Source: an optimization exercise on an open RTL-to-GDS flow (aim: a short achievable clock period and few clock cycles). Production flows keep margins and buffers that such runs may drop. Function was checked by simulation only, so behaviour that the tests miss may differ from the original. The clock port is modelled as an ideal driver; clocking choices that lean on that would not hold on a real chip. No activity file was given, so power comes from the tool's default toggle rates.

==> flow/design.v <==
`default_nettype none
package rv_pkg;
    localparam int XLEN       = 32;
    localparam int REG_ADDR_W = 5;
    localparam int NUM_REGS   = 32;
    localparam logic [6:0] OPC_OP_IMM = 7'b0010011;
    localparam logic [6:0] OPC_STORE  = 7'b0100011;
    localparam logic [6:0] OPC_LOAD   = 7'b0000011;
    localparam logic [6:0] OPC_LUI    = 7'b0110111;
    localparam logic [6:0] OPC_AUIPC  = 7'b0010111;
    localparam logic [6:0] OPC_JAL    = 7'b1101111;
    localparam logic [6:0] OPC_JALR   = 7'b1100111;
    localparam logic [2:0] F3_ADDI = 3'b000;
    localparam logic [2:0] F3_SW   = 3'b010;
    localparam logic [2:0] F3_LW   = 3'b010;
    localparam logic [2:0] F3_JALR = 3'b000;
    localparam logic [7:0] WMASK_WORD = 8'b0000_1111;
endpackage
`default_nettype wire
`timescale 1ns/1ps
`default_nettype none
import rv_pkg::*;
module rv_pc_hi
(
    input  wire logic [XLEN-1:0] pc_i,
    output logic      [XLEN-1:0] pc4_o,
    output logic      [24:0]     inc_o,
    output logic      [24:0]     dec_o
);
    assign pc4_o = pc_i + 32'd4;
    assign inc_o = pc_i[31:7] + 25'd1;
    assign dec_o = pc_i[31:7] - 25'd1;
endmodule
module rv_addc
#(
    parameter int W = 6
) (
    input  wire logic [W-1:0] a_i,
    input  wire logic [W-1:0] b_i,
    input  wire logic         cin_i,
    output logic      [W:0]   s_o
);
    assign s_o = {1'b0, a_i} + {1'b0, b_i} + {{W{1'b0}}, cin_i};
endmodule
module rv_jal
(
    input  wire logic [XLEN-1:0] inst_i,
    input  wire logic [XLEN-1:0] pc_i,
    input  wire logic [24:0]     hi_inc_i,
    input  wire logic [24:0]     hi_dec_i,
    output logic      [XLEN-1:0] target_o
);
    logic [3:0]  s_a;
    logic [3:0]  s_b0;
    logic [3:0]  s_b1;
    logic        c7;
    logic [24:0] hi_c1;
    logic [24:0] hi_c0;
    rv_addc #(.W(3)) i_a (
        .a_i   (pc_i[3:1]),
        .b_i   (inst_i[23:21]),
        .cin_i (1'b0),
        .s_o   (s_a)
    );
    rv_addc #(.W(3)) i_b0 (
        .a_i   (pc_i[6:4]),
        .b_i   (inst_i[26:24]),
        .cin_i (1'b0),
        .s_o   (s_b0)
    );
    rv_addc #(.W(3)) i_b1 (
        .a_i   (pc_i[6:4]),
        .b_i   (inst_i[26:24]),
        .cin_i (1'b1),
        .s_o   (s_b1)
    );
    assign c7 = s_a[3] ? s_b1[3] : s_b0[3];
    assign hi_c1 = inst_i[31] ? pc_i[31:7] : hi_inc_i;
    assign hi_c0 = inst_i[31] ? hi_dec_i : pc_i[31:7];
    assign target_o = {(c7 ? hi_c1 : hi_c0),
                       (s_a[3] ? s_b1[2:0] : s_b0[2:0]), s_a[2:0], pc_i[0]};
endmodule
module rv_fsel
(
    input  wire logic [XLEN-1:0] inst_i,
    input  wire logic            x_valid_i,
    input  wire logic            x_addi_i,
    input  wire logic            x_wrx_i,     
    input  wire logic            lc_valid_i,  
    input  wire logic [4:0]      lc_rd_i,
    input  wire logic            x_lw_i,
    input  wire logic            x_jalr_i,    
    input  wire logic            x_jlong_i,   
    input  wire logic [4:0]      x_rd_i,
    output logic                 jal_go_o,    
    output logic                 take_sum_o,  
    output logic                 take_jt_o,   
    output logic                 hold_o,      
    output logic                 seq_o,       
    output logic                 jalr_now_o,  
    output logic                 take_rf_o,   
    output logic                 jal_short_o,
    output logic                 redirect_o   
);
    logic [6:0] opcode;
    logic [2:0] funct3;
    logic [4:0] rs1, rs2;
    logic       jal, jalr, use1, sw;
    logic       x_rd_nz;
    logic       xw_rs1;
    logic       imm0;
    assign opcode  = inst_i[6:0];
    assign funct3  = inst_i[14:12];
    assign rs1     = inst_i[19:15];
    assign rs2     = inst_i[24:20];
    assign x_rd_nz = (x_rd_i != 5'd0);
    assign jal  = (opcode == OPC_JAL);
    assign jalr = (opcode == OPC_JALR) && (funct3 == F3_JALR);
    assign sw   = (opcode == OPC_STORE) && (funct3 == F3_SW);
    assign use1 = ((opcode == OPC_OP_IMM) && (funct3 == F3_ADDI)) || jalr ||
                  ((opcode == OPC_LOAD) && (funct3 == F3_LW)) || sw;
    assign jal_short_o = (inst_i[19:12] == {8{inst_i[31]}}) && (inst_i[20] == inst_i[31]) &&
                         (inst_i[30:26] == {5{inst_i[31]}});
    assign xw_rs1 = x_valid_i && x_rd_nz && (rs1 == x_rd_i);
    assign imm0   = (inst_i[31:20] == 12'd0);
    assign redirect_o = x_valid_i && (x_jalr_i || x_jlong_i);
    assign hold_o     = x_valid_i && x_lw_i && x_rd_nz &&
                        ((use1 && (rs1 == x_rd_i)) || (sw && (rs2 == x_rd_i)));
    assign jalr_now_o = jalr && imm0 && xw_rs1 && x_addi_i;
    assign take_rf_o  = jalr && imm0 && !redirect_o && lc_valid_i && (rs1 == lc_rd_i) &&
                        !(xw_rs1 && (x_wrx_i || x_lw_i));
    assign take_sum_o = (x_valid_i && x_jalr_i) || jalr_now_o;
    assign take_jt_o  = x_valid_i && x_jlong_i;
    assign jal_go_o   = jal && jal_short_o && !redirect_o;
    assign seq_o      = !redirect_o && !(jal && jal_short_o) && !hold_o &&
                        !(jalr && imm0 && ((xw_rs1 && x_addi_i) ||
                                           (lc_valid_i && (rs1 == lc_rd_i) &&
                                            !(xw_rs1 && (x_wrx_i || x_lw_i)))));
endmodule
module rv_pc_reg
#(
    parameter logic [XLEN-1:0] RESET_PC = '0,
    parameter int              LSB      = 0,
    parameter int              W        = 8
) (
    input  wire logic            clk_i,
    input  wire logic            rst_n_i,
    input  wire logic            jal_go_i,
    input  wire logic [XLEN-1:0] jal_i,
    input  wire logic            take_sum_i,
    input  wire logic [XLEN-1:0] sum_i,
    input  wire logic            take_jt_i,
    input  wire logic [XLEN-1:0] jt_i,
    input  wire logic            take_rf_i,
    input  wire logic [XLEN-1:0] rf_i,
    input  wire logic            hold_i,
    input  wire logic            seq_i,
    input  wire logic [XLEN-1:0] pc4_i,
    output logic      [W-1:0]    pc_next_o,
    output logic      [W-1:0]    pc_o
);
    for (genvar k = 0; k < W; k++) begin : g_bit
        localparam int B = LSB + k;
        assign pc_next_o[k] = (jal_go_i   && jal_i[B]) ||
                              (take_sum_i && (B != 0) && sum_i[B]) ||
                              (take_jt_i  && jt_i[B]) ||
                              (take_rf_i  && (B != 0) && rf_i[B]) ||
                              (hold_i     && pc_o[k]) ||
                              (seq_i      && pc4_i[B]);
    end
    always_ff @(posedge clk_i or negedge rst_n_i) begin
        if (!rst_n_i) begin
            pc_o <= RESET_PC[LSB +: W];
        end else begin
            pc_o <= pc_next_o;
        end
    end
endmodule
module rv_mux2
#(
    parameter int W = 32
) (
    input  wire logic [W-1:0] a_i,
    input  wire logic [W-1:0] b_i,
    input  wire logic         sel_a_i,
    output logic      [W-1:0] y_o
);
    assign y_o = sel_a_i ? a_i : b_i;
endmodule
module rv_pc_out
#(
    parameter logic [XLEN-1:0] RESET_PC = '0
) (
    input  wire logic            clk_i,
    input  wire logic            rst_n_i,
    input  wire logic [XLEN-1:0] pc_next_i,
    output logic      [XLEN-1:0] inst_addr_o
);
    always_ff @(posedge clk_i or negedge rst_n_i) begin
        if (!rst_n_i) begin
            inst_addr_o <= RESET_PC;
        end else begin
            inst_addr_o <= pc_next_i;
        end
    end
endmodule
`default_nettype wire
`timescale 1ns/1ps
`default_nettype none
import rv_pkg::*;
module rv_idu
(
    input  wire logic [XLEN-1:0]     inst_i,
    output logic                     addi_o,
    output logic                     lui_o,
    output logic                     auipc_o,
    output logic                     jal_o,
    output logic                     jalr_o,
    output logic                     lw_o,
    output logic                     sw_o,
    output logic                     wrx_o,      
    output logic                     use1_o,     
    output logic                     imm0_o,     
    output logic [NUM_REGS-1:0]      rs1_oh_o,
    output logic [NUM_REGS-1:0]      rs2_oh_o,
    output logic [NUM_REGS-1:0]      rd_oh_o,
    output logic [XLEN-1:0]          imm_a_o     
);
    logic [6:0] opcode;
    logic [2:0] funct3;
    logic [4:0] rs1, rs2, rd;
    assign opcode = inst_i[6:0];
    assign funct3 = inst_i[14:12];
    assign rs1    = inst_i[19:15];
    assign rs2    = inst_i[24:20];
    assign rd     = inst_i[11:7];
    assign addi_o  = (opcode == OPC_OP_IMM) && (funct3 == F3_ADDI);
    assign lui_o   = (opcode == OPC_LUI);
    assign auipc_o = (opcode == OPC_AUIPC);
    assign jal_o   = (opcode == OPC_JAL);
    assign jalr_o  = (opcode == OPC_JALR) && (funct3 == F3_JALR);
    assign lw_o    = (opcode == OPC_LOAD) && (funct3 == F3_LW);
    assign sw_o    = (opcode == OPC_STORE) && (funct3 == F3_SW);
    assign wrx_o   = addi_o | lui_o | auipc_o | jal_o | jalr_o;
    assign use1_o  = addi_o | jalr_o | lw_o | sw_o;
    assign imm0_o  = (inst_i[31:20] == 12'd0);
    always_comb begin
        rs1_oh_o = '0;
        rs2_oh_o = '0;
        rd_oh_o  = '0;
        for (int i = 1; i < NUM_REGS; i++) begin
            rs1_oh_o[i] = (rs1 == i);
            rs2_oh_o[i] = (rs2 == i);
            rd_oh_o[i]  = (rd == i);
        end
    end
    assign imm_a_o = {{(XLEN-12){inst_i[31]}}, inst_i[31:25],
                      sw_o ? inst_i[11:7] : inst_i[24:20]};
endmodule
`default_nettype wire
`timescale 1ns/1ps
`default_nettype none
import rv_pkg::*;
module rv_regfile
(
    input  wire logic                  clk_i,
    input  wire logic                  rst_n_i,
    input  wire logic [NUM_REGS-1:0]   rsel1_i,
    input  wire logic [NUM_REGS-1:0]   rsel2_i,
    output logic      [4*XLEN-1:0]     rpart1_o,
    output logic      [4*XLEN-1:0]     rpart2_o,
    input  wire logic [NUM_REGS-1:0]   wsel_i,
    input  wire logic [XLEN-1:0]       wdata_i
);
    logic [XLEN-1:0] regs [1:NUM_REGS-1];
    for (genvar i = 1; i < NUM_REGS; i++) begin : g_reg
        always_ff @(posedge clk_i or negedge rst_n_i) begin
            if (!rst_n_i) begin
                regs[i] <= '0;
            end else if (wsel_i[i]) begin
                regs[i] <= wdata_i;
            end
        end
    end
    always_comb begin
        rpart1_o = '0;
        rpart2_o = '0;
        for (int i = 1; i < NUM_REGS; i++) begin
            rpart1_o[(i/8)*XLEN +: XLEN] = rpart1_o[(i/8)*XLEN +: XLEN] |
                                           (regs[i] & {XLEN{rsel1_i[i]}});
            rpart2_o[(i/8)*XLEN +: XLEN] = rpart2_o[(i/8)*XLEN +: XLEN] |
                                           (regs[i] & {XLEN{rsel2_i[i]}});
        end
    end
endmodule
`default_nettype wire
`timescale 1ns/1ps
`default_nettype none
import rv_pkg::*;
module rv_add32
(
    input  wire logic [XLEN-1:0] a_i,
    input  wire logic [XLEN-1:0] b_i,
    output logic      [XLEN-1:0] s_o
);
    assign s_o = a_i + b_i;
endmodule
module rv_exu
(
    input  wire logic [XLEN-1:0] rs1_data_i,
    input  wire logic [XLEN-1:0] imm_a_i,
    input  wire logic [XLEN-1:0] inst_i,
    input  wire logic [XLEN-1:0] pc_i,
    input  wire logic [XLEN-1:0] pc4_i,
    input  wire logic            addi_i,
    input  wire logic            lui_i,
    input  wire logic            auipc_i,
    output logic      [XLEN-1:0] sum_o,
    output logic      [XLEN-1:0] wdata_o
);
    logic [XLEN-1:0] imm_u;
    logic [XLEN-1:0] alt;
    rv_add32 i_add (
        .a_i (rs1_data_i),
        .b_i (imm_a_i),
        .s_o (sum_o)
    );
    assign imm_u = {inst_i[31:12], 12'b0};
    always_comb begin
        if (lui_i) begin
            alt = imm_u;
        end else if (auipc_i) begin
            alt = pc_i + imm_u;
        end else begin
            alt = pc4_i;
        end
    end
    assign wdata_o = addi_i ? sum_o : alt;
endmodule
`default_nettype wire
`default_nettype none
module rv_mport
(
    input  wire logic            clk_i,
    input  wire logic            rst_n_i,
    input  wire logic            store_i,
    input  wire logic [XLEN-1:0] addr_i,
    input  wire logic [XLEN-1:0] data_i,
    output logic                 mem_wen_o,
    output logic      [XLEN-1:0] mem_waddr_o,
    output logic      [XLEN-1:0] mem_wdata_o,
    output logic      [7:0]      mem_wmask_o
);
    always_ff @(posedge clk_i or negedge rst_n_i) begin
        if (!rst_n_i) begin
            mem_wen_o <= 1'b0;
        end else begin
            mem_wen_o <= store_i;
        end
    end
    always_ff @(posedge clk_i) begin
        mem_waddr_o <= addr_i;
        mem_wdata_o <= data_i;
    end
    for (genvar b = 0; b < 8; b++) begin : g_mask
        if (WMASK_WORD[b]) begin : g_on
            rv_mask_bit i_bit (
                .clk_i   (clk_i),
                .rst_n_i (rst_n_i),
                .d_i     (store_i),
                .q_o     (mem_wmask_o[b])
            );
        end else begin : g_off
            assign mem_wmask_o[b] = 1'b0;
        end
    end
endmodule
module rv_mask_bit
(
    input  wire logic clk_i,
    input  wire logic rst_n_i,
    input  wire logic d_i,
    output logic      q_o
);
    always_ff @(posedge clk_i or negedge rst_n_i) begin
        if (!rst_n_i) begin
            q_o <= 1'b0;
        end else begin
            q_o <= d_i;
        end
    end
endmodule
`default_nettype wire
`timescale 1ns/1ps
`default_nettype none
import rv_pkg::*;
module rv_core_top
#(
    parameter logic [XLEN-1:0] RESET_PC = '0
) (
    input  wire logic            clk_i,
    input  wire logic            rst_n_i,
    output logic      [XLEN-1:0] inst_addr_o,
    input  wire logic [XLEN-1:0] inst_i,
    output logic                 mem_wen_o,
    output logic      [XLEN-1:0] mem_waddr_o,
    output logic      [XLEN-1:0] mem_wdata_o,
    output logic      [7:0]      mem_wmask_o,
    output logic      [XLEN-1:0] mem_raddr_o,
    input  wire logic [XLEN-1:0] mem_rdata_i
);
    logic [XLEN-1:0]     pc;
    logic [XLEN-1:0]     pc4;
    logic                f_addi, f_lui, f_auipc, f_jal, f_jalr, f_lw, f_sw, f_wrx;
    logic                f_use1, f_imm0;
    logic [NUM_REGS-1:0] f_rs1_oh, f_rs2_oh, f_rd_oh;
    logic [XLEN-1:0]     f_imm_a;
    logic [4:0]          f_rs1, f_rs2;
    logic                hazard;
    logic                f_jalr_now;
    logic                take_sum;
    logic                take_jt;
    logic                jal_go;
    logic [24:0]         hi_inc, hi_dec;
    logic [XLEN-1:0]     pc_next;
    logic                f_seq;
    logic                take_rf;
    logic                f_jal_short;
    logic [NUM_REGS-1:0] f_mask;
    logic                lc_valid;
    logic [4:0]          lc_rd;
    logic [XLEN-1:0]     lc_val;
    logic                x_link;
    logic [4*XLEN-1:0]   f_rpart1, f_rpart2;
    logic                x_valid;
    logic [XLEN-1:0]     x_inst;
    logic [XLEN-1:0]     x_pc;
    logic [XLEN-1:0]     x_pc4;
    logic                x_addi, x_lui, x_auipc, x_jalr, x_lw, x_sw, x_wrx;
    logic [NUM_REGS-1:0] x_rd_oh;
    logic [4:0]          x_rd;
    logic [4*XLEN-1:0]   x_rp1, x_rp2;
    logic [XLEN-1:0]     x_xb1, x_xb2, x_sb1, x_sb2;
    logic                f_hx1, f_hx2, f_hs1, f_hs2;
    logic                x_jlong;
    logic [XLEN-1:0]     x_jt;
    logic [XLEN-1:0]     x_imm_a;
    logic [XLEN-1:0]     rs1_data;
    logic [XLEN-1:0]     rs2_data;
    logic [XLEN-1:0]     x_sum;
    logic [XLEN-1:0]     x_wdata;
    logic                x_wr;
    logic                redirect;
    logic                w_wen;
    logic [XLEN-1:0]     w_data;
    logic [NUM_REGS-1:0] w_rd_oh;
    logic                m_load;
    logic [XLEN-1:0]     m_raddr;
    logic [NUM_REGS-1:0] s2_wsel;
    logic [XLEN-1:0]     s2_wdata;
    logic [4:0]          w_rd;
    logic                s2_wr;
    assign f_rs1       = inst_i[19:15];
    assign f_rs2       = inst_i[24:20];
    rv_idu i_rv_idu (
        .inst_i   (inst_i),
        .addi_o   (f_addi),
        .lui_o    (f_lui),
        .auipc_o  (f_auipc),
        .jal_o    (f_jal),
        .jalr_o   (f_jalr),
        .lw_o     (f_lw),
        .sw_o     (f_sw),
        .wrx_o    (f_wrx),
        .use1_o   (f_use1),
        .imm0_o   (f_imm0),
        .rs1_oh_o (f_rs1_oh),
        .rs2_oh_o (f_rs2_oh),
        .rd_oh_o  (f_rd_oh),
        .imm_a_o  (f_imm_a)
    );
    rv_fsel i_rv_fsel (
        .inst_i      (inst_i),
        .x_valid_i   (x_valid),
        .x_addi_i    (x_addi),
        .x_wrx_i     (x_wrx),
        .lc_valid_i  (lc_valid),
        .lc_rd_i     (lc_rd),
        .x_lw_i      (x_lw),
        .x_jalr_i    (x_jalr),
        .x_jlong_i   (x_jlong),
        .x_rd_i      (x_rd),
        .jal_go_o    (jal_go),
        .take_sum_o  (take_sum),
        .take_jt_o   (take_jt),
        .hold_o      (hazard),
        .seq_o       (f_seq),
        .jalr_now_o  (f_jalr_now),
        .take_rf_o   (take_rf),
        .jal_short_o (f_jal_short),
        .redirect_o  (redirect)
    );
    rv_pc_hi i_rv_pc_hi (
        .pc_i  (pc),
        .pc4_o (pc4),
        .inc_o (hi_inc),
        .dec_o (hi_dec)
    );
    for (genvar g = 0; g < 4; g++) begin : g_pc
        logic s_jal_go, s_take_sum, s_take_jt, s_hold, s_seq, s_take_rf;
        logic [XLEN-1:0] s_jal_target;
        rv_jal i_rv_jal (
            .inst_i   (inst_i),
            .pc_i     (pc),
            .hi_inc_i (hi_inc),
            .hi_dec_i (hi_dec),
            .target_o (s_jal_target)
        );
        rv_fsel i_rv_fsel (
            .inst_i      (inst_i),
            .x_valid_i   (x_valid),
            .x_addi_i    (x_addi),
            .x_wrx_i     (x_wrx),
            .lc_valid_i  (lc_valid),
            .lc_rd_i     (lc_rd),
            .x_lw_i      (x_lw),
            .x_jalr_i    (x_jalr),
            .x_jlong_i   (x_jlong),
            .x_rd_i      (x_rd),
            .jal_go_o    (s_jal_go),
            .take_sum_o  (s_take_sum),
            .take_jt_o   (s_take_jt),
            .hold_o      (s_hold),
            .seq_o       (s_seq),
            .jalr_now_o  (),
            .take_rf_o   (s_take_rf),
            .jal_short_o (),
            .redirect_o  ()
        );
        rv_pc_reg #(
            .RESET_PC (RESET_PC),
            .LSB      (8 * g),
            .W        (8)
        ) i_rv_pc_reg (
            .clk_i        (clk_i),
            .rst_n_i      (rst_n_i),
            .jal_go_i     (s_jal_go),
            .jal_i        (s_jal_target),
            .take_sum_i   (s_take_sum),
            .sum_i        (x_sum),
            .take_jt_i    (s_take_jt),
            .jt_i         (x_jt),
            .take_rf_i    (s_take_rf),
            .rf_i         (lc_val),
            .hold_i       (s_hold),
            .seq_i        (s_seq),
            .pc4_i        (pc4),
            .pc_next_o    (pc_next[8*g +: 8]),
            .pc_o         (pc[8*g +: 8])
        );
    end
    rv_pc_out #(
        .RESET_PC (RESET_PC)
    ) i_rv_pc_out (
        .clk_i       (clk_i),
        .rst_n_i     (rst_n_i),
        .pc_next_i   (pc_next),
        .inst_addr_o (inst_addr_o)
    );
    always_ff @(posedge clk_i or negedge rst_n_i) begin
        if (!rst_n_i) begin
            x_valid <= 1'b0;
        end else begin
            x_valid <= !redirect && !hazard;
        end
    end
    always_ff @(posedge clk_i) begin
        x_inst  <= inst_i;
        x_pc    <= pc;
        x_pc4   <= pc4;
        x_addi  <= f_addi;
        x_lui   <= f_lui;
        x_auipc <= f_auipc;
        x_jalr  <= f_jalr && !f_jalr_now && !take_rf;
        x_link  <= f_jal || f_jalr;
        x_lw    <= f_lw;
        x_sw    <= f_sw;
        x_wrx   <= f_wrx;
        x_rd_oh <= f_rd_oh;
        x_rd    <= inst_i[11:7];
        x_imm_a <= f_imm_a;
        x_jlong <= f_jal && !f_jal_short;
    end
    assign x_wr   = x_valid && x_wrx;
    assign s2_wr  = w_wen || m_load;
    assign f_hx1  = x_wr && (x_rd != 5'd0) && (f_rs1 == x_rd);
    assign f_hx2  = x_wr && (x_rd != 5'd0) && (f_rs2 == x_rd);
    assign f_hs1  = s2_wr && (w_rd != 5'd0) && (f_rs1 == w_rd) &&
                    !(x_wr && (x_rd != 5'd0) && (f_rs1 == x_rd));
    assign f_hs2  = s2_wr && (w_rd != 5'd0) && (f_rs2 == w_rd) &&
                    !(x_wr && (x_rd != 5'd0) && (f_rs2 == x_rd));
    assign f_mask = ~s2_wsel & ~(x_wr ? x_rd_oh : '0);
    always_ff @(posedge clk_i) begin
        x_rp1 <= f_rpart1;
        x_rp2 <= f_rpart2;
        x_xb1 <= x_wdata & {XLEN{f_hx1}};
        x_xb2 <= x_wdata & {XLEN{f_hx2}};
        x_sb1 <= s2_wdata & {XLEN{f_hs1}};
        x_sb2 <= s2_wdata & {XLEN{f_hs2}};
    end
    always_ff @(posedge clk_i or negedge rst_n_i) begin
        if (!rst_n_i) begin
            lc_valid <= 1'b0;
        end else if (x_wr && (x_rd != 5'd0) && x_link) begin
            lc_valid <= 1'b1;
        end else if (x_valid && (x_wrx || x_lw) && (x_rd == lc_rd)) begin
            lc_valid <= 1'b0;
        end
    end
    always_ff @(posedge clk_i) begin
        if (x_wr && (x_rd != 5'd0) && x_link) begin
            lc_rd  <= x_rd;
            lc_val <= x_pc4;
        end
    end
    assign x_jt = x_pc + {{(XLEN-20){x_inst[31]}}, x_inst[19:12], x_inst[20],
                          x_inst[30:21], 1'b0};
    assign s2_wsel    = w_rd_oh & {NUM_REGS{s2_wr}};
    assign s2_wdata   = m_load ? mem_rdata_i : w_data;
    rv_regfile i_rv_regfile (
        .clk_i    (clk_i),
        .rst_n_i  (rst_n_i),
        .rsel1_i  (f_rs1_oh & f_mask),
        .rsel2_i  (f_rs2_oh & f_mask),
        .rpart1_o (f_rpart1),
        .rpart2_o (f_rpart2),
        .wsel_i   (s2_wsel),
        .wdata_i  (s2_wdata)
    );
    assign rs1_data = x_rp1[0 +: XLEN] | x_rp1[XLEN +: XLEN] | x_rp1[2*XLEN +: XLEN] |
                      x_rp1[3*XLEN +: XLEN] | x_xb1 | x_sb1;
    assign rs2_data = x_rp2[0 +: XLEN] | x_rp2[XLEN +: XLEN] | x_rp2[2*XLEN +: XLEN] |
                      x_rp2[3*XLEN +: XLEN] | x_xb2 | x_sb2;
    rv_exu i_rv_exu (
        .rs1_data_i (rs1_data),
        .imm_a_i    (x_imm_a),
        .inst_i     (x_inst),
        .pc_i       (x_pc),
        .pc4_i      (x_pc4),
        .addi_i     (x_addi),
        .lui_i      (x_lui),
        .auipc_i    (x_auipc),
        .sum_o      (x_sum),
        .wdata_o    (x_wdata)
    );
    always_ff @(posedge clk_i or negedge rst_n_i) begin
        if (!rst_n_i) begin
            w_wen   <= 1'b0;
            m_load  <= 1'b0;
        end else begin
            w_wen   <= x_wr;
            m_load  <= x_valid && x_lw;
        end
    end
    always_ff @(posedge clk_i) begin
        w_data  <= x_wdata;
        w_rd_oh <= x_rd_oh;
        w_rd    <= x_rd;
        m_raddr <= x_sum;
    end
    assign mem_raddr_o = m_raddr;
    rv_mport i_rv_mport (
        .clk_i       (clk_i),
        .rst_n_i     (rst_n_i),
        .store_i     (x_valid && x_sw),
        .addr_i      (x_sum),
        .data_i      (rs2_data),
        .mem_wen_o   (mem_wen_o),
        .mem_waddr_o (mem_waddr_o),
        .mem_wdata_o (mem_wdata_o),
        .mem_wmask_o (mem_wmask_o)
    );
endmodule
`default_nettype wire
==> flow/flow/run.sh <==
#!/bin/bash
# Own layout flow: the standard ORFS flow (standard.sh), with
#  - the platform's don't-use cells plus the 4-input OR/NOR cells
#    (dont_use.txt), which are slow on long wires; the registers that
#    synthesis makes are unchanged;
#  - the clock pin at the middle of the left edge (io_pre.tcl, run before
#    the I/O placer);
#  - port buffers moved, before clock tree synthesis, to where they drive
#    (pre_cts.tcl), then legalized;
#  - port buffers of a plain buffer cell (buf_4) that repair may resize.
# The SDC, clock period, I/O delays and loads are the standard flow's, unchanged.
# Each make run writes its full output to a log file here; ORFS's per-step
# logs are under orfs/logs.
set -euo pipefail
HERE=$(pwd)
DONT_USE="DONT_USE_CELLS=$(cat flow/dont_use.txt)"
KNOBS=(
  SETUP_SLACK_MARGIN=9.3
  TNS_END_PERCENT=100
  MATCH_CELL_FOOTPRINT=0
  "BUFFER_PORTS_ARGS=-buffer_cell sky130_fd_sc_hd__buf_4"
  "PRE_IO_PLACEMENT_TCL=$HERE/flow/io_pre.tcl"
  "PRE_CTS_TCL=$HERE/flow/pre_cts.tcl"
)
bash standard.sh "$DONT_USE" synth > std_synth.log 2>&1
bash standard.sh "$DONT_USE" "${KNOBS[@]}" finish > std_finish.log 2>&1
==> flow/flow/dont_use.txt <==
sky130_fd_sc_hd__probe_p_8 sky130_fd_sc_hd__probec_p_8 sky130_fd_sc_hd__lpflow_bleeder_1 sky130_fd_sc_hd__lpflow_clkbufkapwr_1 sky130_fd_sc_hd__lpflow_clkbufkapwr_16 sky130_fd_sc_hd__lpflow_clkbufkapwr_2 sky130_fd_sc_hd__lpflow_clkbufkapwr_4 sky130_fd_sc_hd__lpflow_clkbufkapwr_8 sky130_fd_sc_hd__lpflow_clkinvkapwr_1 sky130_fd_sc_hd__lpflow_clkinvkapwr_16 sky130_fd_sc_hd__lpflow_clkinvkapwr_2 sky130_fd_sc_hd__lpflow_clkinvkapwr_4 sky130_fd_sc_hd__lpflow_clkinvkapwr_8 sky130_fd_sc_hd__lpflow_decapkapwr_12 sky130_fd_sc_hd__lpflow_decapkapwr_3 sky130_fd_sc_hd__lpflow_decapkapwr_4 sky130_fd_sc_hd__lpflow_decapkapwr_6 sky130_fd_sc_hd__lpflow_decapkapwr_8 sky130_fd_sc_hd__lpflow_inputiso0n_1 sky130_fd_sc_hd__lpflow_inputiso0p_1 sky130_fd_sc_hd__lpflow_inputiso1n_1 sky130_fd_sc_hd__lpflow_inputiso1p_1 sky130_fd_sc_hd__lpflow_inputisolatch_1 sky130_fd_sc_hd__lpflow_isobufsrc_1 sky130_fd_sc_hd__lpflow_isobufsrc_16 sky130_fd_sc_hd__lpflow_isobufsrc_2 sky130_fd_sc_hd__lpflow_isobufsrc_4 sky130_fd_sc_hd__lpflow_isobufsrc_8 sky130_fd_sc_hd__lpflow_isobufsrckapwr_16 sky130_fd_sc_hd__lpflow_lsbuf_lh_hl_isowell_tap_1 sky130_fd_sc_hd__lpflow_lsbuf_lh_hl_isowell_tap_2 sky130_fd_sc_hd__lpflow_lsbuf_lh_hl_isowell_tap_4 sky130_fd_sc_hd__lpflow_lsbuf_lh_isowell_4 sky130_fd_sc_hd__lpflow_lsbuf_lh_isowell_tap_1 sky130_fd_sc_hd__lpflow_lsbuf_lh_isowell_tap_2 sky130_fd_sc_hd__lpflow_lsbuf_lh_isowell_tap_4 sky130_fd_sc_hd__or4_1 sky130_fd_sc_hd__or4_2 sky130_fd_sc_hd__or4_4 sky130_fd_sc_hd__or4b_1 sky130_fd_sc_hd__or4b_2 sky130_fd_sc_hd__or4b_4 sky130_fd_sc_hd__or4bb_1 sky130_fd_sc_hd__or4bb_2 sky130_fd_sc_hd__or4bb_4 sky130_fd_sc_hd__nor4_1 sky130_fd_sc_hd__nor4_2 sky130_fd_sc_hd__nor4_4 sky130_fd_sc_hd__nor4b_1 sky130_fd_sc_hd__nor4b_2 sky130_fd_sc_hd__nor4b_4 sky130_fd_sc_hd__nor4bb_1 sky130_fd_sc_hd__nor4bb_2 sky130_fd_sc_hd__nor4bb_4
==> flow/flow/io_pre.tcl <==
# Pin constraints before the I/O placer: the clock pin at the middle of the
# left edge, so that the clock tree's root is close to its sinks.
set block [ord::get_db_block]
set die [$block getDieArea]
set dbu [$block getDbUnitsPerMicron]
set h [expr {double([$die dy]) / $dbu}]
set_io_pin_constraint -pin_names {clk_i} -region left:[expr {int($h/2) - 3}]-[expr {int($h/2) + 3}]
==> flow/flow/pre_cts.tcl <==
# Before clock tree synthesis, move the port buffers to where they drive:
#  - each output port's buffer next to the register that drives it, so that
#    the register drives a short wire and the buffer drives the wire to the
#    pin;
#  - each input port's buffer to the middle of its loads, so that the long
#    wire from the pin is the port's and the buffer drives short wires.
# Then legalize the placement.
set block [ord::get_db_block]

proc net_driver_inst {net} {
  foreach it [$net getITerms] {
    if {[$it isOutputSignal]} { return [$it getInst] }
  }
  return ""
}

set moved_out 0
set moved_in 0
foreach bt [$block getBTerms] {
  set net [$bt getNet]
  if {$net eq "NULL"} { continue }
  if {[$net getSigType] ne "SIGNAL"} { continue }
  if {[$bt getIoType] eq "OUTPUT"} {
    set buf [net_driver_inst $net]
    if {$buf eq ""} { continue }
    set in_net ""
    foreach it [$buf getITerms] {
      if {[$it isInputSignal]} { set in_net [$it getNet] }
    }
    if {$in_net eq "" || $in_net eq "NULL"} { continue }
    set ff [net_driver_inst $in_net]
    if {$ff eq "" || ![[$ff getMaster] isSequential]} { continue }
    set loc [$ff getLocation]
    $buf setLocation [lindex $loc 0] [lindex $loc 1]
    incr moved_out
  } elseif {[$bt getIoType] eq "INPUT"} {
    set loads [$net getITerms]
    if {[llength $loads] != 1} { continue }
    set buf [[lindex $loads 0] getInst]
    if {![string match "*buf*" [[$buf getMaster] getName]]} { continue }
    set out_net ""
    foreach it [$buf getITerms] {
      if {[$it isOutputSignal]} { set out_net [$it getNet] }
    }
    if {$out_net eq "" || $out_net eq "NULL"} { continue }
    set sx 0; set sy 0; set n 0
    foreach it [$out_net getITerms] {
      if {[$it isInputSignal]} {
        set loc [[$it getInst] getLocation]
        set sx [expr {$sx + [lindex $loc 0]}]
        set sy [expr {$sy + [lindex $loc 1]}]
        incr n
      }
    }
    if {$n == 0} { continue }
    $buf setLocation [expr {$sx / $n}] [expr {$sy / $n}]
    incr moved_in
  }
}
puts "pre_cts: moved $moved_out output and $moved_in input port buffers"
detailed_placement
==> flow/standard.sh <==
#!/bin/bash
# synth_recipe.tcl (not shown) runs the flow's synth.tcl, then flattens the netlist and writes it again
# the make line also repeats each setting of config.mk as NAME=value (left out here)
make -C /OpenROAD-flow-scripts/flow DESIGN_CONFIG=/design/flow/config.mk WORK_HOME=/design/flow/orfs CLKGATE_MAP_FILE= SYNTH_SCRIPT=/design/flow/synth_recipe.tcl "${@:-finish}"
==> flow/config.mk <==
export PLATFORM = sky130hd
export DESIGN_NAME = rv_core_top
export DESIGN_NICKNAME = rv_core_top
export VERILOG_FILES = /design/flow/design.v
export SDC_FILE = /design/flow/constraint.sdc
export NUM_CORES = 8
export LEC_CHECK = 0
export ABC_CLOCK_PERIOD_IN_PS = 3500
export CAP_MARGIN = 20
export CORE_MARGIN = 2
export CORE_UTILIZATION = 55
export SLEW_MARGIN = 20
export SYNTH_HIERARCHICAL = 1
==> flow/constraint.sdc <==
create_clock -name core_clock -period 13.0 [get_ports {clk_i}]
set_input_delay 2.6000 -clock core_clock [delete_from_list [all_inputs] [get_ports {clk_i}]]
set_output_delay 2.6000 -clock core_clock [all_outputs]
set_load 0.01 [all_outputs]
==> impl_metrics.env <==
export IMPL_startpoint="i_rv_pc_out.inst_addr_o[20]"
export IMPL_drt_iter0_drc=7082
export IMPL_wl_per_cell_um=32.66
export IMPL_setup_viol=0
export IMPL_cts_buffers=187
export IMPL_hold_buffers=0
export IMPL_sw_frac_of_total_pct=28.78
export IMPL_fillers=11930
export IMPL_maxSlewViolCount=0
export IMPL_floorplan_die_area_um2=152200
export IMPL_p_switching_w=0.003938
export IMPL_clk_pin_slew_ns=0.06
export IMPL_antenna_found_initial=19
export IMPL_worstMarginPinSlew_ns=1.196
export IMPL_pre_cts_ws_ns=7.505
export IMPL_die_w_um=390.1
export IMPL_leakage_nw=40.90
export IMPL_max_freq_mhz=254.0
export IMPL_max_stage_delay_ns=0.39
export IMPL_pwr_share_clk_pct=39.4
export IMPL_gp_congestion=0.9693
export IMPL_cts_tree="done"
export IMPL_synth_area_um2=81990
export IMPL_met1_usage_pct=51.59
export IMPL_layout_nets=7299
export IMPL_die_h_um=390.1
export IMPL_worst_slack_ns=9.063
export IMPL_first_pass_iters=8
export IMPL_overflow=0
export IMPL_syn_to_final_growth_pct=12.94
export IMPL_finalHoldWorstSlack_ns=0.3497
export IMPL_rows=141
export IMPL_grt_max_degree=160
export IMPL_internal_power_w=0.009747
export IMPL_post_route_period_util_pct=30.29
export IMPL_final_util_pct=62.63
export IMPL_start_util_pct=55.46
export IMPL_hold_path_class="reg2reg"
export IMPL_cp_num_buf_inv=1
export IMPL_grt_pass1_vias=60520
export IMPL_grt_pass1_wl_mm=428.8
export IMPL_dp_hpwl_mm=179.3
export IMPL_power_density_nw_per_um2=147.8
export IMPL_synth_avg_cell_area_um2=11.48
export IMPL_pwr_share_comb_pct=16.4
export IMPL_hold_viol=0
export IMPL_status="no timing/DRC/antenna violations"
export IMPL_clkLatencyLatePin_ns=0.83
export IMPL_drive_gt1_share_pct=27.72
export IMPL_use_met2_pct=57.91
export IMPL_drtAntennaViolNets=0
export IMPL_cts_sinks=1810
export IMPL_crit_fanout=1
export IMPL_criticalPathCategory="reg2out"
export IMPL_ys_warnings_count=18
export IMPL_critPathTopFamily="flip-flops"
export IMPL_r2r_start="x_rp1[102]"
export IMPL_crit_required_ns=10.40
export IMPL_start_kind="register"
export IMPL_layout_min_cycle_time_ns=3.937
export IMPL_tns_ns=0
export IMPL_port_buffers=198
export IMPL_rsz0062_at_grt="yes"
export IMPL_viasPerCell=6.756
export IMPL_slowest_stage="dfrtp_1"
export IMPL_grt_usage_pct=38.67
export IMPL_syn_inst=7141
export IMPL_p_seq_share_pct=44.2
export IMPL_maxCapViolations=0
export IMPL_slew_headroom_pct=20.29
export IMPL_hold_start="x_rd_oh[5]"
export IMPL_finalWirelength_mm=300.6
export IMPL_arrival_ns=1.34
export IMPL_busiest_layer="met2"
export IMPL_crit_chain="buf_6"
export IMPL_core_area_um2=147800
export IMPL_drc=0
export IMPL_boundaryPins=203
export IMPL_vias=62180
export IMPL_vdd_drop_max_v=0.0001556
export IMPL_skew_ns=0.03943
export IMPL_critPathCaptureType="primary output"
export IMPL_met3_usage_pct=10.30
## flip-flops by register name (all words and copies together) (netlist names), 5 cells and up
name                     count
w_data                      32
lc_rd                        5
g_pc.i_rv_pc_reg.pc_o       32
i_rv_pc_out.inst_addr_o     32
x_sb1                       32
x_rd_oh                     31
i_rv_mport.mem_waddr_o      32
x_xb1                       32
x_pc                        32
x_rp1                      128
i_rv_regfile.regs          992
w_rd_oh                     31
x_inst                      21
x_sb2                       32
x_rp2                      128
w_rd                         5
m_raddr                     32
lc_val                      31
x_pc4                       32
i_rv_mport.mem_wdata_o      32
x_xb2                       32
x_imm_a                     32
## cell type report
type                    count  area, um2  area share, %
well taps                1930       2415          2.608
flip-flops and latches   1810      42050          45.41
clock buffers             299       5692          6.147
diodes                      8      20.02        0.02162
multi-input cells        4615      37260          40.23
repair buffers            366       4108          4.436
clock inverters            53      536.8         0.5797
inverters                 123      521.8         0.5635
## cells in the final DEF (no fill, tap or decap), types with 22 or more instances in the layout
| cell type | instances |
|---|---|
| and2_1 | 117 |
| and2_2 | 46 |
| mux2_2 | 923 |
| nor2b_1 | 22 |
| buf_6 | 172 |
| a22oi_1 | 975 |
| xor2_1 | 44 |
| clkbuf_8 | 41 |
| edfxtp_1 | 36 |
| nand2_1 | 161 |
| clkbuf_1 | 63 |
| clkbuf_16 | 206 |
| dfxtp_1 | 610 |
| a21o_1 | 44 |
| nand3_1 | 229 |
| nor2_4 | 31 |
| o21ai_0 | 62 |
| mux2_1 | 74 |
| ha_1 | 90 |
| nand4_1 | 258 |
| nor3_1 | 46 |
| a222oi_1 | 64 |
| xnor2_1 | 182 |
| nor2_1 | 468 |
| dfxtp_2 | 99 |
| mux2i_1 | 127 |
| inv_1 | 102 |
| clkinv_2 | 31 |
| buf_4 | 142 |
| a21oi_1 | 132 |
| dfrtp_1 | 1064 |
## metal layers
metal | vias to the layer above | routed length, um
met2 | 3454 | 130500
met3 | 898 | 31350
met5 | - | 63
met4 | 10 | 18010
met1 | 31640 | 120700
li1 | 26180 | -
## per-stage QoR
step / power (W) / area [um2] / cells
floorplan: 0.007417 / 82430 / 7148
global route: 0.01412 / 92590 / 9201
CTS: 0.01362 / 91550 / 9173
detailed placement: 0.008102 / 83430 / 8789
finish: 0.01369 / 92600 / 9204
global placement: 0.008064 / 83350 / 8785
## repair_timing
item	4_1_cts	5_1_grt
setup buffers	22	13
setup endpoints to repair	986	1047
hold endpoints to repair	0	0
resized for setup	426	134
gates cloned	10	2
pin swaps	16	28
## path summary, 6_finish.rpt
kind                       slack (ns)                       end  cells after the start
setup reg to reg                 9.31                 x_xb1[31]                     13
max in group asynchronous        9.55  i_rv_regfile.regs[23][1]                      4
hold reg to reg                  0.35                w_rd_oh[5]                      0
hold / removal                   0.35                w_rd_oh[5]                      0
setup / recovery                 9.06           inst_addr_o[20]                      1
min in group asynchronous        1.77  i_rv_regfile.regs[10][7]                      1
## power by group through the flow
stage / clock network, W / logic [W] / registers (W)
2_1_floorplan: 0 / 0.00136 / 0.00606
3_3_place_gp: 0 / 0.00191 / 0.00615
3_5_place_dp: 0 / 0.00195 / 0.00615
4_1_cts: 0.00545 / 0.00213 / 0.00604
5_1_grt: 0.00567 / 0.00237 / 0.00607
6_report: 0.00539 / 0.00224 / 0.00605
Testbench counts, summed over its fixed seeds: cycles 39,094.

afterwards: timing with drivers on the ports:
The results above use ideal ports. As a check the final layout listed here was re-extracted and re-timed, cells and wires unchanged.
Step 1 sets driving cells, clkbuf_16 on the clock port and buf_2 on the other inputs (assumed; they add their load-dependent delay and slew).
Step 2, shift: input delay + t, output delay - t, t = (earliest + latest rising clock arrival at the registers) / 2. This alone moves slack from input paths to output paths.
Three values: ideal ports, drivers, drivers and shift; two values: the first two.
shift t [ns]: 0.873
setup WS [ns]: 9.063 / 9.000 / 8.174
worst slew at a driven data input, ns: 0.23
After both steps this run still meets setup and hold. For this run, drivers alone change the setup slack by -0.063 ns; drivers and shift together by -0.889 ns.
